From an optimization exercise on the open Yosys and OpenROAD flow, aimed at small area, a short achievable clock period and few clock cycles per item; shortcuts taken in it are not production practice.
Only simulation tests tie the RTL to the original design; equivalence was not proved.
Power is estimated from default activity; no workload was simulated.

==> design/flow/design.v <==
package bhkt_pkg;
    localparam int BUCKETS  = 16;    
    localparam int WAYS     = 4;
    localparam int KEY_W    = 31;
    localparam int BUCKET_W = (BUCKETS > 1) ? $clog2(BUCKETS) : 1;
    localparam int TAG_W    = KEY_W - BUCKET_W;   
    localparam logic [1:0] REQ_INSERT = 2'd0;
    localparam logic [1:0] REQ_DELETE = 2'd1;
    localparam logic [2:0] ST_INSERTED  = 3'd0;
    localparam logic [2:0] ST_DELETED   = 3'd1;
    localparam logic [2:0] ST_FOUND     = 3'd2;
    localparam logic [2:0] ST_NOT_FOUND = 3'd3;
    localparam logic [2:0] ST_FULL      = 3'd4;
endpackage
module bucketed_hash_key_table_core (
    input  logic        aclk,
    input  logic        aresetn,
    input  logic        s_valid,
    output logic        s_ready,
    input  logic [1:0]  s_req_type,
    input  logic [30:0] s_key_value,
    output logic        m_valid,
    input  logic        m_ready,
    output logic [2:0]  m_status
);
    localparam int BUCKETS  = bhkt_pkg::BUCKETS;
    localparam int WAYS     = bhkt_pkg::WAYS;
    localparam int KEY_W    = bhkt_pkg::KEY_W;
    localparam int BUCKET_W = bhkt_pkg::BUCKET_W;
    localparam int TAG_W    = bhkt_pkg::TAG_W;
    localparam logic [1:0] REQ_INSERT   = bhkt_pkg::REQ_INSERT;
    localparam logic [1:0] REQ_DELETE   = bhkt_pkg::REQ_DELETE;
    localparam logic [2:0] ST_INSERTED  = bhkt_pkg::ST_INSERTED;
    localparam logic [2:0] ST_DELETED   = bhkt_pkg::ST_DELETED;
    localparam logic [2:0] ST_FOUND     = bhkt_pkg::ST_FOUND;
    localparam logic [2:0] ST_NOT_FOUND = bhkt_pkg::ST_NOT_FOUND;
    localparam logic [2:0] ST_FULL      = bhkt_pkg::ST_FULL;
    localparam int OUTQ = 5;
    logic [TAG_W-1:0]   tag_q [BUCKETS][WAYS];
    logic [WAYS-1:0]    val_q [BUCKETS];
    logic               s_ready_reg;
    logic               s_accept;
    logic               r_valid, x1_valid, x2_valid;
    logic [1:0]         r_type, x1_type;
    logic [KEY_W-1:0]   r_key, x1_key;
    logic [BUCKETS-1:0] r_oh;            
    logic               r_same2;         
    logic               x1_same2;        
    logic [TAG_W-1:0]   x1_row [WAYS];
    logic [WAYS-1:0]    x1_v;            
    logic [TAG_W-1:0]   x2_tag;
    logic [BUCKETS-1:0] x2_oh;           
    logic               x2_ins;          
    logic [WAYS-1:0]    x2_we;           
    logic [WAYS-1:0]    x2_wi;           
    logic [2:0]         x2_status;
    assign s_accept = s_valid && s_ready_reg;
    always_ff @(posedge aclk) begin
        r_type  <= s_req_type;
        r_key   <= s_key_value;
        r_same2 <= (s_key_value[BUCKET_W-1:0] == x1_key[BUCKET_W-1:0]);
        for (int b = 0; b < BUCKETS; b++) r_oh[b] <= (s_key_value[BUCKET_W-1:0] == BUCKET_W'(b));
    end
    always_ff @(posedge aclk) begin
        for (int b = 0; b < BUCKETS; b++) begin
            for (int w = 0; w < WAYS; w++) begin
                if (x2_wi[w] && x2_oh[b]) tag_q[b][w] <= x2_tag;
            end
        end
    end
    always_ff @(posedge aclk) begin
        for (int b = 0; b < BUCKETS; b++) begin
            for (int w = 0; w < WAYS; w++) begin
                if (!aresetn)                 val_q[b][w] <= 1'b0;
                else if (x2_we[w] && x2_oh[b]) val_q[b][w] <= x2_ins;
            end
        end
    end
    logic [WAYS-1:0]   r_v;
    logic [TAG_W-1:0]  r_row [WAYS];
    logic              fwd_r;        
    always_comb begin
        r_v = '0;
        for (int w = 0; w < WAYS; w++) r_row[w] = '0;
        for (int b = 0; b < BUCKETS; b++) begin
            r_v = r_v | (val_q[b] & {WAYS{r_oh[b]}});
            for (int w = 0; w < WAYS; w++) r_row[w] = r_row[w] | (tag_q[b][w] & {TAG_W{r_oh[b]}});
        end
    end
    assign fwd_r = x2_valid && r_same2;
    always_ff @(posedge aclk) begin
        x1_type  <= r_type;
        x1_key   <= r_key;
        x1_same2 <= (r_key[BUCKET_W-1:0] == x1_key[BUCKET_W-1:0]);
        for (int w = 0; w < WAYS; w++) begin
            x1_row[w] <= (fwd_r && x2_wi[w]) ? x2_tag : r_row[w];
            x1_v[w]   <= (fwd_r && x2_we[w]) ? x2_ins : r_v[w];
        end
    end
    logic [TAG_W-1:0]  x1_tag;
    logic              fwd_1;        
    logic [WAYS-1:0]   c;            
    logic              k;            
    logic [WAYS-1:0]   eq, v, match, hit, ins_pos, we;
    logic              is_ins, is_del, full, found;
    logic [2:0]        status;
    assign x1_tag = x1_key[KEY_W-1:BUCKET_W];
    assign fwd_1  = x2_valid && x1_same2;
    assign is_ins = (x1_type == REQ_INSERT);
    assign is_del = (x1_type == REQ_DELETE);
    always_comb begin
        for (int w = 0; w < WAYS; w++) c[w] = (x1_row[w] == x1_tag);
        k = (x2_tag == x1_tag);
        for (int w = 0; w < WAYS; w++) begin
            eq[w] = (fwd_1 && x2_wi[w]) ? k : c[w];
            v[w]  = (fwd_1 && x2_we[w]) ? x2_ins : x1_v[w];
        end
        match = v & eq;
        full  = &v;
        found = |match;
        for (int w = 0; w < WAYS; w++) begin
            hit[w]     = match[w];
            ins_pos[w] = !v[w];
            for (int j = 0; j < w; j++) begin
                hit[w]     = hit[w] && !match[j];
                ins_pos[w] = ins_pos[w] && v[j];
            end
            we[w] = x1_valid && ((is_ins && ins_pos[w]) || (is_del && hit[w]));
        end
        if (is_ins)      status = full ? ST_FULL : ST_INSERTED;
        else if (is_del) status = found ? ST_DELETED : ST_NOT_FOUND;
        else             status = found ? ST_FOUND : ST_NOT_FOUND;
    end
    always_ff @(posedge aclk) begin
        x2_tag    <= x1_tag;
        x2_ins    <= is_ins;
        for (int b = 0; b < BUCKETS; b++) x2_oh[b] <= (x1_key[BUCKET_W-1:0] == BUCKET_W'(b));
        for (int w = 0; w < WAYS; w++) begin
            x2_we[w] <= aresetn && we[w];
            x2_wi[w] <= aresetn && we[w] && is_ins;
        end
        x2_status <= status;
    end
    logic [2:0]           q [OUTQ];
    logic [OUTQ-1:0]      qv, qv_pop, qv_next;
    logic [OUTQ-1:0]      n_out, n_next;
    logic                 m_valid_reg;
    logic                 pop;
    assign pop     = m_valid_reg && m_ready;
    assign qv_pop  = pop ? {1'b0, qv[OUTQ-1:1]} : qv;
    assign qv_next = x2_valid ? {qv_pop[OUTQ-2:0], 1'b1} : qv_pop;
    always_comb begin
        n_next = n_out;
        if (s_accept && !pop)      n_next = {n_out[OUTQ-2:0], 1'b1};
        else if (!s_accept && pop) n_next = {1'b0, n_out[OUTQ-1:1]};
    end
    always_ff @(posedge aclk) begin
        if (!aresetn) begin
            s_ready_reg <= 1'b1;
            r_valid     <= 1'b0;
            x1_valid    <= 1'b0;
            x2_valid    <= 1'b0;
            qv          <= '0;
            n_out       <= '0;
            m_valid_reg <= 1'b0;
        end else begin
            r_valid     <= s_accept;
            x1_valid    <= r_valid;
            x2_valid    <= x1_valid;
            n_out       <= n_next;
            s_ready_reg <= !n_next[OUTQ-1];
            qv          <= qv_next;
            m_valid_reg <= qv_next[0];
        end
    end
    always_ff @(posedge aclk) begin
        for (int i = 0; i < OUTQ; i++) begin
            if (pop)
                q[i] <= (i < OUTQ-1 && qv[(i+1) % OUTQ]) ? q[(i+1) % OUTQ] : x2_status;
            else
                q[i] <= qv[i] ? q[i] : x2_status;
        end
    end
    assign s_ready  = s_ready_reg;
    assign m_valid  = m_valid_reg;
    assign m_status = q[0];
endmodule
==> design/flow/run.sh <==
#!/bin/bash
# synth_recipe.tcl (not shown) runs the flow's synth.tcl, then flattens the netlist and writes it again
# the make line also repeats each setting of config.mk as NAME=value (left out here)
make -C /OpenROAD-flow-scripts/flow DESIGN_CONFIG=/design/flow/config.mk WORK_HOME=/design/flow/orfs CLKGATE_MAP_FILE= SYNTH_SCRIPT=/design/flow/synth_recipe.tcl finish
==> design/flow/config.mk <==
export PLATFORM = sky130hd
export DESIGN_NAME = bucketed_hash_key_table_core
export DESIGN_NICKNAME = bucketed_hash_key_table_core
export VERILOG_FILES = /design/flow/design.v
export SDC_FILE = /design/flow/constraint.sdc
export NUM_CORES = 4
export LEC_CHECK = 0
export CAP_MARGIN = 20
export CORE_MARGIN = 2
export CORE_UTILIZATION = 65
export CTS_CLUSTER_DIAMETER = 150
export CTS_CLUSTER_SIZE = 24
export SETUP_SLACK_MARGIN = 3.6
export SLEW_MARGIN = 20
==> design/flow/constraint.sdc <==
create_clock -name core_clock -period 6.0 [get_ports {aclk}]
set_input_delay 1.2000 -clock core_clock [delete_from_list [all_inputs] [get_ports {aclk}]]
set_output_delay 1.2000 -clock core_clock [all_outputs]
set_load 0.01 [all_outputs]
==> metrics.md, run 1 <==
| Metric | Value |
|---|---|
| Outcome | `complete, no violations` |
| Detailed-route DRC error count | `0` |
| Layout filler cell count | `about 7000` |
| Synthesized netlist cell count | `4455` |
| Detailed-route wire length per cell | `approximately 36 µm` |
| Cell Area, Synth | `roughly 74000 µm²` |
| Maximum single-stage delay on the critical path | `about 0.42 ns` |
| Syn. warnings | `6` |
| Internal | `~19 mW` |
| Met2 Wirelength | `98990 µm` |
| Ratio of routed vias to standard cells | `~7.2` |
| Antenna violations before repair | `7` |
| Clock network latency to the later pin of the worst-skew pair | `around 0.72 ns` |
| Leading registers by flop count | `tag_q x1728, x1_row x108, val_q x64` |
| Largest fanout of any net on the critical path | `1` |
| Library cell with the largest summed area after synthesis | `edfxtp_1` |
| Highest routed layer | `met5` |
| Largest register FFs | `1728` |
| Crit share post-route | `41.68%` |
| Core Rows | `123` |
| Clock tree from TritonCTS | `done` |
| Final non-filler cell area | `about 79000 µm²` |
| Chip Width | `around 340 µm` |
| Share of synthesized flip-flops with an asynchronous set or reset | `0%` |
| Total routed wire length on the met1 layer | `82170 µm` |
| Cell chosen for the clock root | `clkbuf_16` |
| Post-synthesis register bit count | `2072` |
| Number of distinct library cells after synthesis | `48` |
| Synth top area share | `between 70% and 80%` |
| CP max-delay cell | `edfxtp_1` |
| Final period demand of the worst path | `2.501 ns` |
| Sum Neg Setup Slack | `0 ns` |
| Cells along the critical path | `buf_2` |
| Number of buffers between clock root and the deepest sink | `3` |
| Maximum clock skew at final layout | `0.02401 ns` |
| Overflow left after global routing | `0` |
| Maximum number of pins on one net before global-route repair | `105` |
| Number of port buffers | `slightly above 40` |
| Via count of the first global-routing pass | `40210` |
| Slew Viols, Final | `0` |
| Area of the die | `about 120000 µm²` |
| Biggest register | `tag_q` |
| Setup CP Type | `flip-flop to output port` |
| Max-slew headroom | `between 15 and 20%` |
| Number of hold violations in the final report | `0` |
| P_sw | `around 5.3 mW` |
| Nets | `about 4400` |
| Cts hold-fix bufs | `0` |
| Layout overhead on the synthesized area | `6.679%` |
| Power density normalized to cell area | `~300 nW/µm²` |
| Routed Wire Length | `217200 µm` |
| Portion of total power attributed to sequential cells | `65.4%` |
| Switching share of total power | `between 20% and 30%` |
| Post-synth net total | `around 4500` |
| Actual slew at the worst max-slew pin | `~1.2 ns` |
| Proportion of synthesized chip area in sequential cells | `79.40%` |
| Relative contribution of the clock network to total power | `between 30% and 40%` |
| Achievable clock frequency | `between 300 and 400 MHz` |
| Type of element capturing the critical path | `output port` |
| Post-synthesis area per instance | `about 17 µm²` |
| Detailed-router iteration count before antenna repair | `7` |
| Number of max-capacitance violations reported | `0` |
| Number of levels the H-tree was split into | `3` |
| Count of routing violations after the opening detailed-route iteration | `roughly 7000` |
| Worst-case vdd ir drop | `approximately 0.28 mV` |
| Setup crit start kind | `flip-flop` |
| Buffers plus inverters on the worst setup path | `1` |
| Arrival time reported for the critical path endpoint | `~1.3 ns` |
| Family with the most delay on the worst path | `flip-flops` |
| Number of sinks driven by the clock tree | `roughly 2100` |
| Starting density of the core | `between 60 and 70%` |
| Placeable core region | `approximately 110000 µm²` |
| Leakage | `about 24 nW` |
| Setup Viol. Count Final | `0` |
| Hold Crit Class | `flip-flop to flip-flop` |
| I/O Pins | `42` |
| HPWL after DPL | `104600 µm` |
| Critical path data required time | `about 4.8 ns` |
| Combinational power share | `4.0%` |
| Share of final-layout standard cells stronger than drive strength 1 | `approximately 8%` |
| EDFF count, synth | `approximately 1700` |
| Area after DPL | `about 76000 µm²` |
| Most area-consuming cells after synthesis | `edfxtp_1 (70%), dfxtp_1 (9.2%), a22oi_1 (5.1%), a221oi_1 (2.3%), a22o_1 (2.3%)` |
| Vertical die dimension | `between 300 and 400 µm` |
| Wire length of the first global-routing pass | `~300000 µm` |
| CTS Buf Count | `96` |
| Wire length on met3 | `approximately 28000 µm` |
| Antenna-violating nets left | `0` |
| Global router's overall resource usage | `between 30 and 40%` |
| CTS clk-pin slew, worst paths | `0.10 ns` |
| Setup repair after global routing missed its margin | `true` |
| Final Wtd Congestion | `0.8546` |
| Vias | `42950` |
| Most used flip-flop cell after synthesis | `edfxtp_1` |
## area by class of cell
cell class                 instances  area (µm²)  share of cell area [%]
clock buffer                     175        2741                   3.469
timing repair buffer             124        1256                   1.590
sequential                      2072       58960                   74.62
inverter                           9       33.78                 0.04275
clock inverter                     4       50.05                 0.06334
tap                             1500        1877                   2.375
multi-input combinational       2067       14100                   17.84
antenna                            1       2.502                0.003167
## power groups by stage
stage / sequential, mW / clock [mW] / combinational (mW)
floorplan: 16.2 / 0 / 0.534
global placement: 16.3 / 0 / 0.906
detailed placement: 16.3 / 0 / 0.920
CTS: 16.0 / 7.48 / 0.936
global route: 16.0 / 7.95 / 1.03
finish: 16.0 / 7.48 / 0.965
## synthesized netlist by cell type, types with 20 or more instances
master and count:
edfxtp_1 1731, a22oi_1 502, dfxtp_1 341, clkbuf_1 242
nor2_1 225, a221oi_1 198, a22o_1 198, nand2_1 170
nand3_1 140, xnor2_1 118, nand4_1 98, a21oi_1 77
a21boi_0 68, and2_1 68, and3_1 47, a41oi_1 43
buf_1 35, xor2_1 26, buf_4 20
## path summary, 6_finish.rpt
kind,from,to,slack (ns),depth (start not counted)
setup / recovery,q[0][0]$_DFFE_PP_,m_status[0],3.50,1
hold / removal,r_type[1]$_DFF_P_,x1_type[1]$_DFF_P_,0.34,0
setup reg to reg,x2_oh[6]$_DFF_P_,tag_q[26][25]$_DFFE_PP_,3.57,1
hold reg to reg,r_type[1]$_DFF_P_,x1_type[1]$_DFF_P_,0.34,0
## through the flow
step | setup slack (ns) | util (%) | power (mW) | hold WS [ns] | cells
after floorplan | 3.734 | - | 16.70 | 0.3096 | 4455
after global placement | 2.942 | 67.30 | 17.20 | 0.3109 | 5766
after detailed placement | 2.968 | 67.30 | 17.21 | 0.3202 | 5766
after CTS | 3.464 | 69.92 | 24.37 | 0.3365 | 5947
after global routing | 3.463 | 70.04 | 24.95 | 0.3439 | 5951
final | 3.499 | 70.04 | 24.43 | 0.3368 | 5952
## routing by layer
layer  GRT usage (%)  vias to the layer above
li1                -                    17550
met1           53.63                    21900
met3           7.839                      436
met4           12.68                       12
met5               0                        -
met2           56.30                     3048
## logic make-up after synthesis
family                     count (synthesis)  synth area share, %
DFF                                     2072                79.40
AOI/OAI and AO/OA                       1116                11.80
and+or+nand+nor                          794                5.120
buffers and inverters                    316                1.787
xor gates and xnor gates                 144                1.703
muxes                                     11               0.1622
adders and majority gates                  2              0.03378
## layout by cell type (no fill, tap or decap), types with 8 or more instances in the layout
master	n
nand3_1	140
clkbuf_16	100
and3_1	47
o22ai_1	9
clkbuf_1	77
a22o_1	198
nor3_1	18
a21oi_1	77
and2_2	59
mux2_2	8
inv_1	8
nand4_1	98
xor2_1	26
clkdlybuf4s50_1	35
nor2_1	225
a22oi_1	502
dfxtp_4	22
xnor2_1	118
buf_12	14
nand2b_1	9
dfxtp_2	55
nor4_1	9
nand2_1	166
a41oi_1	43
dfxtp_1	264
buf_4	59
edfxtp_1	1731
a21boi_0	68
buf_6	10
a221oi_1	198
## what timing repair did
action	in CTS	in global routing
setup endpoints to repair	25	63
cloned	0	2
setup buffers	2	2
pin swaps	0	2
resized for setup	74	21
Testbench counts, summed over its fixed seeds: cycles 24,032, items 24,000.
==> run 2, diff against run 1 <==
--- a/design/flow/design.v
+++ b/design/flow/design.v
@@ -87,7 +87,7 @@
             for (int w = 0; w < WAYS; w++) r_row[w] = r_row[w] | (tag_q[b][w] & {TAG_W{r_oh[b]}});
         end
     end
-    assign fwd_r = x2_valid && r_same2;
+    assign fwd_r = r_same2;
     always_ff @(posedge aclk) begin
         x1_type  <= r_type;
         x1_key   <= r_key;
@@ -105,7 +105,7 @@
     logic              is_ins, is_del, full, found;
     logic [2:0]        status;
     assign x1_tag = x1_key[KEY_W-1:BUCKET_W];
-    assign fwd_1  = x2_valid && x1_same2;
+    assign fwd_1  = x1_same2;
     assign is_ins = (x1_type == REQ_INSERT);
     assign is_del = (x1_type == REQ_DELETE);
     always_comb begin
@@ -146,7 +146,7 @@
     logic [OUTQ-1:0]      n_out, n_next;
     logic                 m_valid_reg;
     logic                 pop;
-    assign pop     = m_valid_reg && m_ready;
+    assign pop     = qv[0] && m_ready;
     assign qv_pop  = pop ? {1'b0, qv[OUTQ-1:1]} : qv;
     assign qv_next = x2_valid ? {qv_pop[OUTQ-2:0], 1'b1} : qv_pop;
     always_comb begin
@@ -170,7 +170,7 @@
             n_out       <= n_next;
             s_ready_reg <= !n_next[OUTQ-1];
             qv          <= qv_next;
-            m_valid_reg <= qv_next[0];
+            m_valid_reg <= x2_valid || qv[1] || (qv[0] && !m_ready);
         end
     end
     always_ff @(posedge aclk) begin
@@ -181,7 +181,13 @@
                 q[i] <= qv[i] ? q[i] : x2_status;
         end
     end
+    logic [2:0] m_status_reg;
+    always_ff @(posedge aclk) begin
+        if (!pop && qv[0])      m_status_reg <= q[0];
+        else if (pop && qv[1])  m_status_reg <= q[1];
+        else                    m_status_reg <= x2_status;
+    end
     assign s_ready  = s_ready_reg;
     assign m_valid  = m_valid_reg;
-    assign m_status = q[0];
+    assign m_status = m_status_reg;
 endmodule
==> run 2 against run 1 <==
Still clean on timing, DRC and antenna; first-iteration DRC count down 2.3%; global-route usage up 1.2 points; core utilization down 0.12 points; total power up 0.29%; critical path type is now flip-flop to flip-flop; largest cell class unchanged.
==> metrics.md, run 2 <==
| Metric | Value |
|---|---|
| Cells along the critical path | `xnor2_1 > nand4_1 > or4_4 > a32oi_4 > nor4_2 > mux2_4` |
| Reg2Reg Depth | `6` |
| Overflow left after global routing | `0` |
| Wire length of the first global-routing pass | `just over 300000 µm` |
| Endpoint of the worst register-to-register path | `x2_status[0]$_SDFF_PP0_` |
| P_sw | `approximately 5.3 mW` |
| Most used flip-flop cell after synthesis | `edfxtp_1` |
| Leakage | `24.57 nW` |
| Vertical die dimension | `342.0 µm` |
| Post-synth net total | `4474` |
| Area of combinational cells with multiple inputs | `14330 µm²` |
| Achievable clock frequency | `approximately 400 MHz` |
| Detailed-route wire length per cell | `about 38 µm` |
| CP max-delay cell | `dfxtp_1` |
| Setup crit start kind | `flip-flop` |
| Proportion of synthesized chip area in sequential cells | `about four fifths` |
| Detailed-route DRC error count | `0` |
| Crit share post-route | `a little over two fifths` |
| Core Rows | `124` |
| Setup repair after global routing missed its margin | `true` |
| Hold-critical path depth | `0` |
| Cell with the most instances after synthesis | `edfxtp_1` |
| Clock network latency to the later pin of the worst-skew pair | `0.74 ns` |
| Detailed-router iteration count before antenna repair | `6` |
| Relative contribution of the clock network to total power | `between 30% and 40%` |
| Post-layout power | `24.50 mW` |
| Via count of the first global-routing pass | `slightly above 40000` |
| Post-synthesis area per instance | `16.75 µm²` |
| Placeable core region | `roughly 110000 µm²` |
| Routed Wire Length | `224400 µm` |
| Leading registers by flop count | `tag_q x1728, x1_row x108, val_q x64` |
| Share of final-layout standard cells stronger than drive strength 1 | `under 10%` |
| Cell chosen for the clock root | `clkbuf_16` |
| Critical path data required time | `between 6 and 7 ns` |
| Largest register FFs | `between 1500 and 2000` |
| Syn. warnings | `6` |
| Final Instance Count excl. Fillers | `~6000` |
| Worst-case vdd ir drop | `0.2619 mV` |
| Maximum clock skew at final layout | `0.02579 ns` |
| Reg-to-reg setup timing slack | `roughly 3.5 ns` |
| Maximum single-stage delay on the critical path | `0.73 ns` |
| Arrival time reported for the critical path endpoint | `around 3.1 ns` |
| Setup slack after placement | `about 3 ns` |
| Number of max-capacitance violations reported | `0` |
| Area after DPL | `roughly 76000 µm²` |
| Combinational power share | `roughly 4.1%` |
| Min-delay src | `r_type[1]$_DFF_P_` |
| Largest fanout of any net on the critical path | `6` |
| EDFF count, synth | `roughly 1700` |
| Count of routing violations after the opening detailed-route iteration | `approximately 6900` |
| Hold Crit Class | `flip-flop to flip-flop` |
| Final non-filler cell area | `79630 µm²` |
| Chip Width | `~340 µm` |
| Number of distinct library cells after synthesis | `between 50 and 60` |
| Cell Area, Synth | `between 70000 and 80000 µm²` |
| Hold WS | `roughly 0.34 ns` |
| Max-slew headroom | `about a fifth` |
| Launch instance of the worst register-to-register path | `x1_key[6]$_DFF_P_` |
| Maximum number of pins on one net before global-route repair | `79` |
| I/O Pins | `between 40 and 50` |
| Final Wtd Congestion | `between 0.8 and 0.9` |
| Power density normalized to cell area | `307.6 nW/µm²` |
| Nets | `approximately 4400` |
| Sum Neg Setup Slack | `0 ns` |
| Biggest register | `tag_q` |
| Seq. cell area | `59080 µm²` |
| Library cell with the largest summed area after synthesis | `edfxtp_1` |
| Most area-consuming cells after synthesis | `edfxtp_1 (70%), dfxtp_1 (9.3%), a22oi_1 (4.6%), a221oi_1 (2.6%), a22o_1 (2.6%)` |
| Layout filler cell count | `about 7500` |
| Number of buffers between clock root and the deepest sink | `3` |
| Starting density of the core | `65.22%` |
| Most common library cell in the layout ignoring fill and taps | `edfxtp_1` |
| Terminating pin of the worst hold path | `x1_type[1]$_DFF_P_` |
| HPWL after DPL | `around 110000 µm` |
| Synthesized netlist cell count | `between 4000 and 5000` |
| CTS Buf Count | `96` |
| Global router's overall resource usage | `a little under two fifths` |
| Post-synthesis register bit count | `~2100` |
| Ratio of routed vias to standard cells | `around 7.3` |
| Number of sinks driven by the clock tree | `just over 2000` |
| Number of port buffers | `41` |
| Vias | `about 43000` |
| Commonest cells in the synthesized netlist | `edfxtp_1 (1731), a22oi_1 (452), dfxtp_1 (345)` |
| Antenna violations before repair | `16` |
| Number of placed cells counting well taps | `between 5000 and 6000` |
| Actual slew at the worst max-slew pin | `around 1.2 ns` |
| Share of synthesized flip-flops with an asynchronous set or reset | `0%` |
| Worst Slack Setup Final | `~3.5 ns` |
| CTS clk-pin slew, worst paths | `around 0.1 ns` |
| Final period demand of the worst path | `between 2 and 3 ns` |
| Internal | `~19 mW` |
| Setup Viol. Count Final | `0` |
| Outcome | `complete, no violations` |
| Antenna-violating nets left | `0` |
| Number of hold violations in the final report | `0` |
| Type of element capturing the critical path | `flip-flop` |
| Number of levels the H-tree was split into | `3` |
| Portion of total power attributed to sequential cells | `between 60% and 70%` |
| Clock tree from TritonCTS | `done` |
| Slew Viols, Final | `0` |
| Area of the die | `approximately 120000 µm²` |
| Fin util | `a little over two thirds` |
| Synth top area share | `between 60% and 70%` |
| Switching share of total power | `between 20% and 30%` |
| Layout overhead on the synthesized area | `7.214%` |
| Highest-count cells in the layout ignoring fill and taps | `edfxtp_1 (1731), a22oi_1 (452), dfxtp_1 (266)` |
| Setup CP Type | `flip-flop to flip-flop` |
-- run 2: timing repair --
item                                    4_1_cts  5_1_grt
buffers inserted                              3        9
hold buffers                                  0        0
pin swaps                                     6        4
gates resized for setup                     113       40
gates cloned                                  1        2
endpoints found under the setup margin      270      551
-- run 2: cell families after synthesis --
kind of cell	count (synthesis)	share of synthesized area [%]
flops	2076	79.29
compound gates	1116	11.91
simple gates	768	5.064
buf+inv	315	1.781
xor+xnor	144	1.708
mux	14	0.2224
fa+ha+maj	2	0.03369
-- run 2: worst max-delay path by stage --
stage | end | cells after the start | slack, ns | startpoint
floorplan | m_status_reg[0]$_DFF_P_ | 5 | 3.66 | m_ready
global placement | x2_status[0]$_SDFF_PP0_ | 7 | 2.99 | x1_key[21]$_DFF_P_
detailed placement | m_status_reg[1]$_DFF_P_ | 6 | 2.99 | m_ready
CTS | tag_q[6][1]$_DFFE_PP_ | 1 | 3.54 | x2_oh[1]$_DFF_P_
global route | x2_we[0]$_DFF_P_ | 8 | 3.48 | x1_row[0][24]$_DFF_P_
finish | x2_status[0]$_SDFF_PP0_ | 6 | 3.50 | x1_key[6]$_DFF_P_
-- run 2: area by class of cell --
class,count,area share (%)
multi-input combinational,2044,18.00
inverter,8,0.03771
antenna,12,0.03771
sequential,2076,74.19
clock buffer,174,3.385
timing repair buffer,144,1.849
tap,1512,2.376
clock inverter,7,0.1288
-- run 2: power by group through the flow --
stage                     registers (mW)  logic [mW]  clock network (mW)
after floorplan                     16.2       0.528                   0
after global placement              16.3       0.927                   0
after detailed placement            16.3       0.942                   0
after CTS                           16.0       0.974                7.49
after global routing                16.0        1.07                7.93
final                               16.0        1.01                7.47
-- run 2: worst max-delay path: cells and delay by family (launching register included) --
family / cells / cell delay, ns
muxes: 1 / 0.26
AOI/OAI and AO/OA: 1 / 0.24
DFF: 1 / 0.73
and+or+nand+nor: 3 / 0.98
xor gates and xnor gates: 1 / 0.19
-- run 2: layer usage --
metal  global-route usage, %  share of wire [%]  up-vias  wire [µm]
met5                       0              0.012        -         26
met4                   13.70                4.1        4       9282
met3                   7.457                 12      476      26870
met2                   58.89                 46     3012     103100
met1                   54.88                 38    22380      85160
li1                        -                  -    17590          -
Testbench counts of run 2, summed over its fixed seeds: cycles 24,032, items 24,000.
==> run 3, diff against run 2 <==
--- a/design/flow/design.v
+++ b/design/flow/design.v
@@ -44,21 +44,26 @@
     logic [1:0]         r_type, x1_type;
     logic [KEY_W-1:0]   r_key, x1_key;
     logic [BUCKETS-1:0] r_oh;            
-    logic               r_same2;         
-    logic               x1_same2;        
-    logic [TAG_W-1:0]   x1_row [WAYS];
+    localparam int      PAIRS = (TAG_W + 1) / 2;
+    logic [PAIRS-1:0]   x1_d [WAYS];     
     logic [WAYS-1:0]    x1_v;            
+    logic               x1_same_a;       
+    logic               x1_same_b;       
+    logic               x1_k_a;          
+    logic               x1_k_b;          
     logic [TAG_W-1:0]   x2_tag;
     logic [BUCKETS-1:0] x2_oh;           
     logic               x2_ins;          
     logic [WAYS-1:0]    x2_we;           
     logic [WAYS-1:0]    x2_wi;           
     logic [2:0]         x2_status;
+    logic               x3_ins;
+    logic [WAYS-1:0]    x3_we;
+    logic [WAYS-1:0]    x3_wi;
     assign s_accept = s_valid && s_ready_reg;
     always_ff @(posedge aclk) begin
         r_type  <= s_req_type;
         r_key   <= s_key_value;
-        r_same2 <= (s_key_value[BUCKET_W-1:0] == x1_key[BUCKET_W-1:0]);
         for (int b = 0; b < BUCKETS; b++) r_oh[b] <= (s_key_value[BUCKET_W-1:0] == BUCKET_W'(b));
     end
     always_ff @(posedge aclk) begin
@@ -78,7 +83,8 @@
     end
     logic [WAYS-1:0]   r_v;
     logic [TAG_W-1:0]  r_row [WAYS];
-    logic              fwd_r;        
+    logic [TAG_W-1:0]  r_tag;
+    assign r_tag = r_key[KEY_W-1:BUCKET_W];
     always_comb begin
         r_v = '0;
         for (int w = 0; w < WAYS; w++) r_row[w] = '0;
@@ -87,33 +93,38 @@
             for (int w = 0; w < WAYS; w++) r_row[w] = r_row[w] | (tag_q[b][w] & {TAG_W{r_oh[b]}});
         end
     end
-    assign fwd_r = r_same2;
-    always_ff @(posedge aclk) begin
-        x1_type  <= r_type;
-        x1_key   <= r_key;
-        x1_same2 <= (r_key[BUCKET_W-1:0] == x1_key[BUCKET_W-1:0]);
-        for (int w = 0; w < WAYS; w++) begin
-            x1_row[w] <= (fwd_r && x2_wi[w]) ? x2_tag : r_row[w];
-            x1_v[w]   <= (fwd_r && x2_we[w]) ? x2_ins : r_v[w];
-        end
+    always_ff @(posedge aclk) begin
+        x1_type   <= r_type;
+        x1_key    <= r_key;
+        x1_v      <= r_v;
+        for (int w = 0; w < WAYS; w++) begin
+            for (int i = 0; i < PAIRS; i++) begin
+                x1_d[w][i] <= (r_row[w][2*i] ^ r_tag[2*i]) |
+                              ((2*i+1 < TAG_W) && (r_row[w][(2*i+1) % TAG_W] ^ r_tag[(2*i+1) % TAG_W]));
+            end
+        end
+        x1_same_a <= |(x2_oh & r_oh);
+        x1_same_b <= (r_key[BUCKET_W-1:0] == x1_key[BUCKET_W-1:0]);
+        x1_k_a    <= (x2_tag == r_tag);
+        x1_k_b    <= (x1_key[KEY_W-1:BUCKET_W] == r_tag);
     end
     logic [TAG_W-1:0]  x1_tag;
-    logic              fwd_1;        
     logic [WAYS-1:0]   c;            
-    logic              k;            
     logic [WAYS-1:0]   eq, v, match, hit, ins_pos, we;
     logic              is_ins, is_del, full, found;
     logic [2:0]        status;
     assign x1_tag = x1_key[KEY_W-1:BUCKET_W];
-    assign fwd_1  = x1_same2;
     assign is_ins = (x1_type == REQ_INSERT);
     assign is_del = (x1_type == REQ_DELETE);
     always_comb begin
-        for (int w = 0; w < WAYS; w++) c[w] = (x1_row[w] == x1_tag);
-        k = (x2_tag == x1_tag);
-        for (int w = 0; w < WAYS; w++) begin
-            eq[w] = (fwd_1 && x2_wi[w]) ? k : c[w];
-            v[w]  = (fwd_1 && x2_we[w]) ? x2_ins : x1_v[w];
+        for (int w = 0; w < WAYS; w++) c[w] = ~|x1_d[w];
+        for (int w = 0; w < WAYS; w++) begin
+            if (x1_same_b && x2_wi[w])      eq[w] = x1_k_b;
+            else if (x1_same_a && x3_wi[w]) eq[w] = x1_k_a;
+            else                            eq[w] = c[w];
+            if (x1_same_b && x2_we[w])      v[w] = x2_ins;
+            else if (x1_same_a && x3_we[w]) v[w] = x3_ins;
+            else                            v[w] = x1_v[w];
         end
         match = v & eq;
         full  = &v;
@@ -138,13 +149,17 @@
         for (int w = 0; w < WAYS; w++) begin
             x2_we[w] <= aresetn && we[w];
             x2_wi[w] <= aresetn && we[w] && is_ins;
-        end
+            x3_we[w] <= aresetn && x2_we[w];
+            x3_wi[w] <= aresetn && x2_wi[w];
+        end
+        x3_ins    <= x2_ins;
         x2_status <= status;
     end
     logic [2:0]           q [OUTQ];
     logic [OUTQ-1:0]      qv, qv_pop, qv_next;
     logic [OUTQ-1:0]      n_out, n_next;
     logic                 m_valid_reg;
+    logic                 s_ready_q;
     logic                 pop;
     assign pop     = qv[0] && m_ready;
     assign qv_pop  = pop ? {1'b0, qv[OUTQ-1:1]} : qv;
@@ -157,6 +172,7 @@
     always_ff @(posedge aclk) begin
         if (!aresetn) begin
             s_ready_reg <= 1'b1;
+            s_ready_q   <= 1'b1;
             r_valid     <= 1'b0;
             x1_valid    <= 1'b0;
             x2_valid    <= 1'b0;
@@ -169,6 +185,8 @@
             x2_valid    <= x1_valid;
             n_out       <= n_next;
             s_ready_reg <= !n_next[OUTQ-1];
+            s_ready_q   <= !((n_out[OUTQ-1] && !(pop && !s_accept)) ||
+                             (n_out[OUTQ-2] && s_accept && !pop));
             qv          <= qv_next;
             m_valid_reg <= x2_valid || qv[1] || (qv[0] && !m_ready);
         end
@@ -187,7 +205,7 @@
         else if (pop && qv[1])  m_status_reg <= q[1];
         else                    m_status_reg <= x2_status;
     end
-    assign s_ready  = s_ready_reg;
+    assign s_ready  = s_ready_q;
     assign m_valid  = m_valid_reg;
     assign m_status = m_status_reg;
 endmodule
--- a/design/flow/config.mk
+++ b/design/flow/config.mk
@@ -10,5 +10,5 @@
 export CORE_UTILIZATION = 65
 export CTS_CLUSTER_DIAMETER = 150
 export CTS_CLUSTER_SIZE = 24
-export SETUP_SLACK_MARGIN = 3.6
+export SETUP_SLACK_MARGIN = 3.75
 export SLEW_MARGIN = 20
==> run 3 against run 2 <==
Critical endpoint is now m_status[2]; critical path type is now flip-flop to output port; cell count down 5.0%; sequential share of layout area grew 0.068 points; still clean on timing, DRC and antenna; critical path depth shrank 5; via count decreased by 2.5%; largest cell class unchanged.
==> metrics.md, run 3 <==
| Metric | Value |
|---|---|
| Commonest cells in the synthesized netlist | `edfxtp_1 (1731), a221oi_1 (456), a22o_1 (452)` |
| Power density normalized to cell area | `between 300 and 400 nW/µm²` |
| Final non-filler cell area | `around 78000 µm²` |
| Worst Slack Setup Final | `between 3 and 4 ns` |
| Detailed-route DRC error count | `0` |
| Reg-to-reg setup timing slack | `3.70 ns` |
| Share of synthesized flip-flops with an asynchronous set or reset | `0%` |
| Hold-critical path depth | `0` |
| Portion of total power attributed to sequential cells | `about two thirds` |
| Most area-consuming cells after synthesis | `edfxtp_1 (71%), dfxtp_1 (8.4%), a221oi_1 (5.5%), a22o_1 (5.4%), xnor2_1 (1.5%)` |
| Leading registers by flop count | `tag_q x1728, val_q x64, x1_d x56` |
| Count of routing violations after the opening detailed-route iteration | `between 6000 and 7000` |
| Nets | `4149` |
| Relative contribution of the clock network to total power | `roughly 31%` |
| Busiest layer in global routing | `met2` |
| Overflow left after global routing | `0` |
| Actual slew at the worst max-slew pin | `between 1 and 1.5 ns` |
| Post-synthesis area per instance | `~18 µm²` |
| Global router's overall resource usage | `about two fifths` |
| Sum Neg Setup Slack | `0 ns` |
| Post-synth net total | `between 4000 and 5000` |
| Cells along the critical path | `buf_2` |
| Reg2Reg Depth | `1` |
| Setup repair after global routing missed its margin | `true` |
| Post-synthesis register bit count | `just over 2000` |
| Ratio of routed vias to standard cells | `between 7 and 8` |
| HPWL after DPL | `a little under 100000 µm` |
| Via count of the first global-routing pass | `approximately 40000` |
| Setup crit start kind | `flip-flop` |
| Family with the most delay on the worst path | `flip-flops` |
| Proportion of synthesized chip area in sequential cells | `around four fifths` |
| Number of max-capacitance violations reported | `0` |
| Leakage | `~24 nW` |
| Area of the die | `roughly 110000 µm²` |
| CTS Buf Count | `94` |
| Number of levels the H-tree was split into | `3` |
| Slew Viols, Final | `0` |
| Number of distinct library cells after synthesis | `47` |
| Library cell with the largest summed area after synthesis | `edfxtp_1` |
| Met3 Resource Use GR | `8.277%` |
| EDFF count, synth | `between 1500 and 2000` |
| Achievable clock frequency | `~420 MHz` |
| Critical path data required time | `roughly 4.8 ns` |
| Hold Crit Class | `flip-flop to flip-flop` |
| Number of sinks driven by the clock tree | `2036` |
| Biggest register | `tag_q` |
| Number of port buffers | `41` |
| Cell with the most instances after synthesis | `edfxtp_1` |
| Cts hold-fix bufs | `0` |
| Setup CP Type | `flip-flop to output port` |
| Terminating pin of the worst hold path | `x2_tag[21]$_DFF_P_` |
| Maximum number of pins on one net before global-route repair | `between 100 and 150` |
| Antenna-violating nets left | `0` |
| Number of hold violations in the final report | `0` |
| CTS clk-pin slew, worst paths | `roughly 0.09 ns` |
| Largest fanout of any net on the critical path | `1` |
| Vias | `~42000` |
| Vertical die dimension | `338.7 µm` |
| Detailed-route wire length per cell | `a little under 40 µm` |
| Most used flip-flop cell after synthesis | `edfxtp_1` |
| Seq. cell area | `around 58000 µm²` |
| Maximum clock skew at final layout | `0.03251 ns` |
| I/O Pins | `42` |
| Routed Wire Length | `roughly 220000 µm` |
| Max-slew headroom | `25.97%` |
| Setup slack after placement | `just over 3 ns` |
| Starting density of the core | `between 60 and 70%` |
| Share of final-layout standard cells stronger than drive strength 1 | `roughly 8.4%` |
| Number of buffers between clock root and the deepest sink | `3` |
| Min-delay src | `x1_key[25]$_DFF_P_` |
| Worst-case vdd ir drop | `0.2966 mV` |
| Maximum single-stage delay on the critical path | `around 0.32 ns` |
| Core Rows | `roughly 120` |
| Clock network latency to the later pin of the worst-skew pair | `approximately 0.73 ns` |
| Layout filler cell count | `6869` |
| Synth top area share | `between 70 and 80%` |
| Chip Width | `roughly 340 µm` |
| Highest-count cells in the layout ignoring fill and taps | `edfxtp_1 (1731), a221oi_1 (456), a22o_1 (452)` |
| P_sw | `roughly 5 mW` |
| Met2 Use GR | `just over 60%` |
| Area after DPL | `around 75000 µm²` |
| Type of element capturing the critical path | `output port` |
| Setup Viol. Count Final | `0` |
| Endpoint of the worst register-to-register path | `tag_q[20][21]$_DFFE_PP_` |
| Outcome | `complete, no violations` |
| Buffers plus inverters on the worst setup path | `1` |
| Synthesized netlist cell count | `around 4200` |
| Switching share of total power | `roughly a fifth` |
| Startpoint of the worst setup timing path | `m_status_reg[2]$_DFF_P_` |
| Arrival time reported for the critical path endpoint | `1.17 ns` |
| Syn. warnings | `6` |
| Met1 Usage GRT | `about half` |
| Combinational power share | `approximately 4.5%` |
| Crit share post-route | `between 30% and 40%` |
| Cell chosen for the clock root | `clkbuf_16` |
| Final Wtd Congestion | `roughly 0.83` |
| Area of combinational cells with multiple inputs | `about 14000 µm²` |
| Final period demand of the worst path | `2.367 ns` |
| Antenna violations before repair | `6` |
| Detailed-router iteration count before antenna repair | `6` |
| Most common library cell in the layout ignoring fill and taps | `edfxtp_1` |
| Launch instance of the worst register-to-register path | `x2_oh[5]$_DFF_P_` |
| Clock tree from TritonCTS | `done` |
| Placeable core region | `between 100000 and 150000 µm²` |
| Cell Area, Synth | `72800 µm²` |
| Largest register FFs | `1728` |
| CP max-delay cell | `dfxtp_1` |
| Internal | `between 15 and 20 mW` |
| Wire length of the first global-routing pass | `~300000 µm` |
| Layout overhead on the synthesized area | `7.652%` |
run 3: how the worst max path moves through the flow:
| stage | to | slack (ns) | cells after the start |
|---|---|---|---|
| after floorplan | m_status_reg[0]$_DFF_P_ | 3.78 | 5 |
| after global placement | s_ready_reg$_SDFF_PN1_ | 3.09 | 8 |
| after detailed placement | m_status_reg[0]$_DFF_P_ | 3.11 | 6 |
| after CTS | s_ready | 3.60 | 1 |
| after global routing | m_status[2] | 3.59 | 1 |
| final | m_status[2] | 3.63 | 1 |
run 3: repair_timing:
action,4_1_cts,5_1_grt
resized for setup,66,19
endpoints found under the setup margin,712,197
setup buffers,9,7
gates cloned,4,1
run 3: through the flow:
stage | total power [mW] | hold slack, ns | std cells | util [%]
2_1_floorplan | 16.42 | 0.3096 | 4156 | -
3_3_place_gp | 16.86 | 0.3231 | 5478 | 67.60
3_5_place_dp | 16.90 | 0.3161 | 5481 | 67.65
4_1_cts | 23.96 | 0.3376 | 5671 | 70.52
5_1_grt | 24.53 | 0.3400 | 5679 | 70.72
6_report | 24.01 | 0.3353 | 5680 | 70.72
run 3: cells by family (layout without fill, tap and decap cells):
kind of cell             count (synthesis)  in the layout  synth area share, %
AND/OR/NAND/NOR                        595            595                4.101
AO/OA/AOI/OAI                         1037           1037                12.23
buffers and inverters                  309            344                1.679
XOR/XNOR                               167            167                2.009
multiplexers                            10             10               0.1547
other                                    0              1                    0
flip-flops                            2036           2036                79.79
adder cells (fa/ha/maj)                  2              2              0.03437
run 3: cell type report:
type | instances | share of cell area (%)
inverter | 12 | 0.05747
sequential | 2036 | 74.26
multi-input combinational | 1811 | 17.45
clock buffer | 172 | 3.429
tap | 1488 | 2.376
clock inverter | 5 | 0.09260
timing repair buffer | 155 | 2.337
antenna | 1 | 0.003193
run 3: routing by layer:
layer	share of wire (%)	wire, µm	vias to the layer above
met5	0	0	-
met4	5.2	11670	0
met2	46	103600	3249
li1	-	-	16840
met1	35	78610	21750
met3	13	29480	558
run 3: power by group through the flow:
stage	Sequential, mW	Combinational, mW	Clock (mW)
global route	15.6	1.13	7.81
global placement	15.9	0.966	0
CTS	15.6	1.04	7.34
floorplan	15.9	0.537	0
finish	15.6	1.09	7.34
detailed placement	15.9	0.996	0
Testbench counts of run 3, summed over its fixed seeds: cycles 24,032, items 24,000.
==> run 4, diff against run 3 <==
--- a/design/flow/design.v
+++ b/design/flow/design.v
@@ -53,6 +53,7 @@
     logic               x1_k_b;          
     logic [TAG_W-1:0]   x2_tag;
     logic [BUCKETS-1:0] x2_oh;           
+    logic [BUCKETS-1:0] x2_ohi;          
     logic               x2_ins;          
     logic [WAYS-1:0]    x2_we;           
     logic [WAYS-1:0]    x2_wi;           
@@ -69,7 +70,7 @@
     always_ff @(posedge aclk) begin
         for (int b = 0; b < BUCKETS; b++) begin
             for (int w = 0; w < WAYS; w++) begin
-                if (x2_wi[w] && x2_oh[b]) tag_q[b][w] <= x2_tag;
+                if (x2_wi[w] && x2_ohi[b]) tag_q[b][w] <= x2_tag;
             end
         end
     end
@@ -145,7 +146,10 @@
     always_ff @(posedge aclk) begin
         x2_tag    <= x1_tag;
         x2_ins    <= is_ins;
-        for (int b = 0; b < BUCKETS; b++) x2_oh[b] <= (x1_key[BUCKET_W-1:0] == BUCKET_W'(b));
+        for (int b = 0; b < BUCKETS; b++) begin
+            x2_oh[b]  <= (x1_key[BUCKET_W-1:0] == BUCKET_W'(b));
+            x2_ohi[b] <= (x1_key[BUCKET_W-1:0] == BUCKET_W'(b)) && x1_valid && is_ins;
+        end
         for (int w = 0; w < WAYS; w++) begin
             x2_we[w] <= aresetn && we[w];
             x2_wi[w] <= aresetn && we[w] && is_ins;
==> run 4 against run 3 <==
Design area up 0.29%; worst hold slack improved by 0.015 ns; first-iteration DRC count increased by 3.2%; maximum frequency barely moved; clock-buffer cell count up 1; flip-flop and latch count increased by 16; register-to-register slack worse by 0.02 ns; clock power up 0.8%; critical path depth unchanged; non-clock buffer count fell by 19; via count fell by 0.39%; die area increased by 0.61%; critical path type unchanged; largest cell class unchanged.
==> metrics.md, run 4 <==
| Metric | Value |
|---|---|
| Outcome | `complete, no violations` |
| Leading registers by flop count | `tag_q x1728, val_q x64, x1_d x56` |
| Syn. warnings | `6` |
| Library cell with the largest summed area after synthesis | `edfxtp_1` |
| Largest register FFs | `around 1700` |
| Maximum clock skew at final layout | `0.02494 ns` |
| Placeable core region | `between 100000 and 150000 µm²` |
| Arrival time reported for the critical path endpoint | `approximately 1.2 ns` |
| Fin util | `approximately 70%` |
| Post-synthesis register bit count | `between 2000 and 2500` |
| Buffers plus inverters on the worst setup path | `1` |
| Most used flip-flop cell after synthesis | `edfxtp_1` |
| Number of distinct library cells after synthesis | `52` |
| Launch instance of the worst register-to-register path | `x2_wi[2]$_DFF_P_` |
| Final Wtd Congestion | `about 0.87` |
| Vertical die dimension | `339.7 µm` |
| Number of port buffers | `slightly above 40` |
| Actual slew at the worst max-slew pin | `between 1 and 1.5 ns` |
| CTS clk-pin slew, worst paths | `approximately 0.10 ns` |
| Number of sinks driven by the clock tree | `just over 2000` |
| Clock tree from TritonCTS | `done` |
| Overflow left after global routing | `0` |
| Area of combinational cells with multiple inputs | `about 14000 µm²` |
| Slew Viols, Final | `0` |
| Setup slack after placement | `3.020 ns` |
| Terminating pin of the worst hold path | `x1_type[0]$_DFF_P_` |
| Reg2Reg Depth | `1` |
| Layout filler cell count | `slightly above 7000` |
| Ratio of routed vias to standard cells | `around 7.4` |
| Share of synthesized flip-flops with an asynchronous set or reset | `0%` |
| Worst-case vdd ir drop | `0.2698 mV` |
| Detailed-route DRC error count | `0` |
| Number of hold violations in the final report | `0` |
| Chip Width | `~340 µm` |
| I/O Pins | `42` |
| Share of final-layout standard cells stronger than drive strength 1 | `7.973%` |
| Wire length of the first global-routing pass | `300300 µm` |
| Seq. cell area | `58510 µm²` |
| HPWL after DPL | `between 100000 and 150000 µm` |
| Type of element capturing the critical path | `output port` |
| Setup crit start kind | `flip-flop` |
| Sum Neg Setup Slack | `0 ns` |
| Critical path data required time | `~4.8 ns` |
| Maximum number of pins on one net before global-route repair | `114` |
| Routed Wire Length | `~220000 µm` |
| Number of max-capacitance violations reported | `0` |
| Setup Viol. Count Final | `0` |
| Commonest cells in the synthesized netlist | `edfxtp_1 (1731), a221oi_1 (452), a22o_1 (452)` |
| EDFF count, synth | `approximately 1700` |
| Hold-critical path depth | `0` |
| Nets | `approximately 4200` |
| Area of the die | `115400 µm²` |
| Proportion of synthesized chip area in sequential cells | `between 70% and 80%` |
| Most area-consuming cells after synthesis | `edfxtp_1 (71%), dfxtp_1 (8.8%), a221oi_1 (5.4%), a22o_1 (5.4%), xnor2_1 (1.5%)` |
| Detailed-router iteration count before antenna repair | `7` |
| Antenna violations before repair | `5` |
| Starting density of the core | `65.29%` |
| Cell Area, Synth | `about 73000 µm²` |
| Cell with the most instances after synthesis | `edfxtp_1` |
| Cts hold-fix bufs | `0` |
| Post-synthesis area per instance | `around 17 µm²` |
| Post-synth net total | `around 4200` |
| Maximum single-stage delay on the critical path | `0.33 ns` |
| Synthesized netlist cell count | `around 4200` |
| Vias | `about 42000` |
| Final period demand of the worst path | `2.366 ns` |
| Hold WS | `about 0.35 ns` |
| CP max-delay cell | `dfxtp_2` |
| Detailed-route wire length per cell | `38.41 µm` |
| Achievable clock frequency | `approximately 420 MHz` |
| Leakage | `24.21 nW` |
| Layout overhead on the synthesized area | `7.301%` |
| CTS Buf Count | `95` |
| Family with the most delay on the worst path | `flip-flops` |
| Worst Slack Setup Final | `roughly 3.6 ns` |
| Cells along the critical path | `buf_6` |
| Setup repair after global routing missed its margin | `true` |
| Highest-count cells in the layout ignoring fill and taps | `edfxtp_1 (1731), a22o_1 (452), a221oi_1 (451)` |
| Cell chosen for the clock root | `clkbuf_16` |
| Reg-to-reg setup timing slack | `between 3 and 4 ns` |
| Number of levels the H-tree was split into | `3` |
| Crit share post-route | `between 30% and 40%` |
| Number of buffers between clock root and the deepest sink | `3` |
| Via count of the first global-routing pass | `40320` |
| Synth top area share | `~71%` |
| Endpoint of the worst register-to-register path | `tag_q[30][5]$_DFFE_PP_` |
| Global router's overall resource usage | `37.20%` |
| Clock network latency to the later pin of the worst-skew pair | `0.73 ns` |
| Largest fanout of any net on the critical path | `1` |
| Hold Crit Class | `flip-flop to flip-flop` |
| Antenna-violating nets left | `0` |
| Power density normalized to cell area | `around 310 nW/µm²` |
| Setup CP Type | `flip-flop to output port` |
| Biggest register | `tag_q` |
| Core Rows | `~120` |
| Count of routing violations after the opening detailed-route iteration | `around 7200` |
| Max-slew headroom | `a little under a fifth` |
| Most common library cell in the layout ignoring fill and taps | `edfxtp_1` |
| Min-delay src | `r_type[0]$_DFF_P_` |
==> run 4: cell families (layout without fill, tap and decap cells) <==
group / after synthesis / count (layout) / share of synthesized area, %
other cells: 0 / 1 / 0
simple gates: 623 / 623 / 4.216
compound gates: 1036 / 1036 / 12.16
xor+xnor: 167 / 167 / 1.997
mux: 9 / 9 / 0.1384
flops: 2052 / 2052 / 79.74
fa+ha+maj: 2 / 2 / 0.03416
buf+inv: 309 / 325 / 1.717
==> run 4: how the worst max path moves through the flow <==
stage / from / end / cells after the start
finish: s_ready_q$_SDFF_PN1_ / s_ready / 1
CTS: s_ready_q$_SDFF_PN1_ / s_ready / 1
floorplan: m_ready / m_status_reg[0]$_DFF_P_ / 5
global route: m_valid_reg$_SDFF_PN0_ / m_valid / 1
detailed placement: m_ready / m_status_reg[0]$_DFF_P_ / 6
global placement: m_ready / s_ready_reg$_SDFF_PN1_ / 8
==> run 4: metal layers <==
| metal | wire (µm) | track usage, % | vias up |
|---|---|---|---|
| li1 | - | - | 16920 |
| met1 | 78440 | 50.28 | 21820 |
| met2 | 105600 | 60.85 | 2969 |
| met3 | 25450 | 6.457 | 513 |
| met4 | 9977 | 15.21 | 2 |
| met5 | 14 | 0 | - |
==> run 4: layout make-up <==
| type | count | area share, % |
|---|---|---|
| inverter | 12 | 0.05731 |
| antenna | 1 | 0.003184 |
| clock inverter | 4 | 0.06368 |
| timing repair buffer | 136 | 2.039 |
| sequential | 2052 | 74.45 |
| tap | 1500 | 2.388 |
| multi-input combinational | 1837 | 17.52 |
| clock buffer | 173 | 3.478 |
==> run 4: report_power, final <==
group	internal [mW]	total, mW	switching, mW
Clock	3.12	7.40	4.28
Sequential	15.5	15.7	0.146
Combinational	0.350	1.05	0.702
Total	19.0	24.1	5.13
==> run 4: timing repair <==
| item | CTS | global route |
|---|---|---|
| setup buffers | 6 | 5 |
| pin swaps | 3 | 6 |
| endpoints found under the setup margin | 66 | 137 |
| gates cloned | 1 | 3 |
| gates resized for setup | 44 | 26 |
==> run 4: per-stage QoR <==
stage,power (mW),instance area (µm²),instances
2_1_floorplan,16.52,73250,4198
5_1_grt,24.66,78590,5714
3_5_place_dp,16.98,75260,5520
4_1_cts,24.07,78290,5704
6_report,24.13,78600,5715
3_3_place_gp,16.95,75240,5519
Testbench counts of run 4, summed over its fixed seeds: cycles 24,032, items 24,000.

==> re-timing with driven ports <==
How much do the figures lean on ideal ports? The routed layouts below were timed once more, with nothing changed but the port constraints. Step 1 assumes that a clkbuf_16 drives the clock port and a buf_2 every other input. Step 2 times the ports against the registers' clock, not the clock port: input delays grow and output delays shrink by t, the midpoint of the rising clock arrivals with the driver on. Slacks: ideal / step 1 / step 2; pairs: ideal / step 1.
run | t (ns) | slack for setup (ns) | worst setup path at the end | slew at the worst register clock pin (ns) | worst slew at a driven data input, ns
run 1 | 0.784 | 3.499 / 3.427 / 3.019 | input to register | 0.10 / 0.10 | 0.06
run 2 | 0.810 | 3.496 / 3.496 / 2.962 | input to register | 0.10 / 0.10 | 0.06
run 3 | 0.795 | 3.633 / 3.555 / 3.089 | input to register | 0.10 / 0.10 | 0.10
run 4 | 0.798 | 3.634 / 3.558 / 3.144 | input to register | 0.10 / 0.10 | 0.04
After both steps setup and hold are still met in every run listed. The setup slack of run 3, which loses most, moves by -0.078 ns with the drivers and by -0.544 ns with both steps.
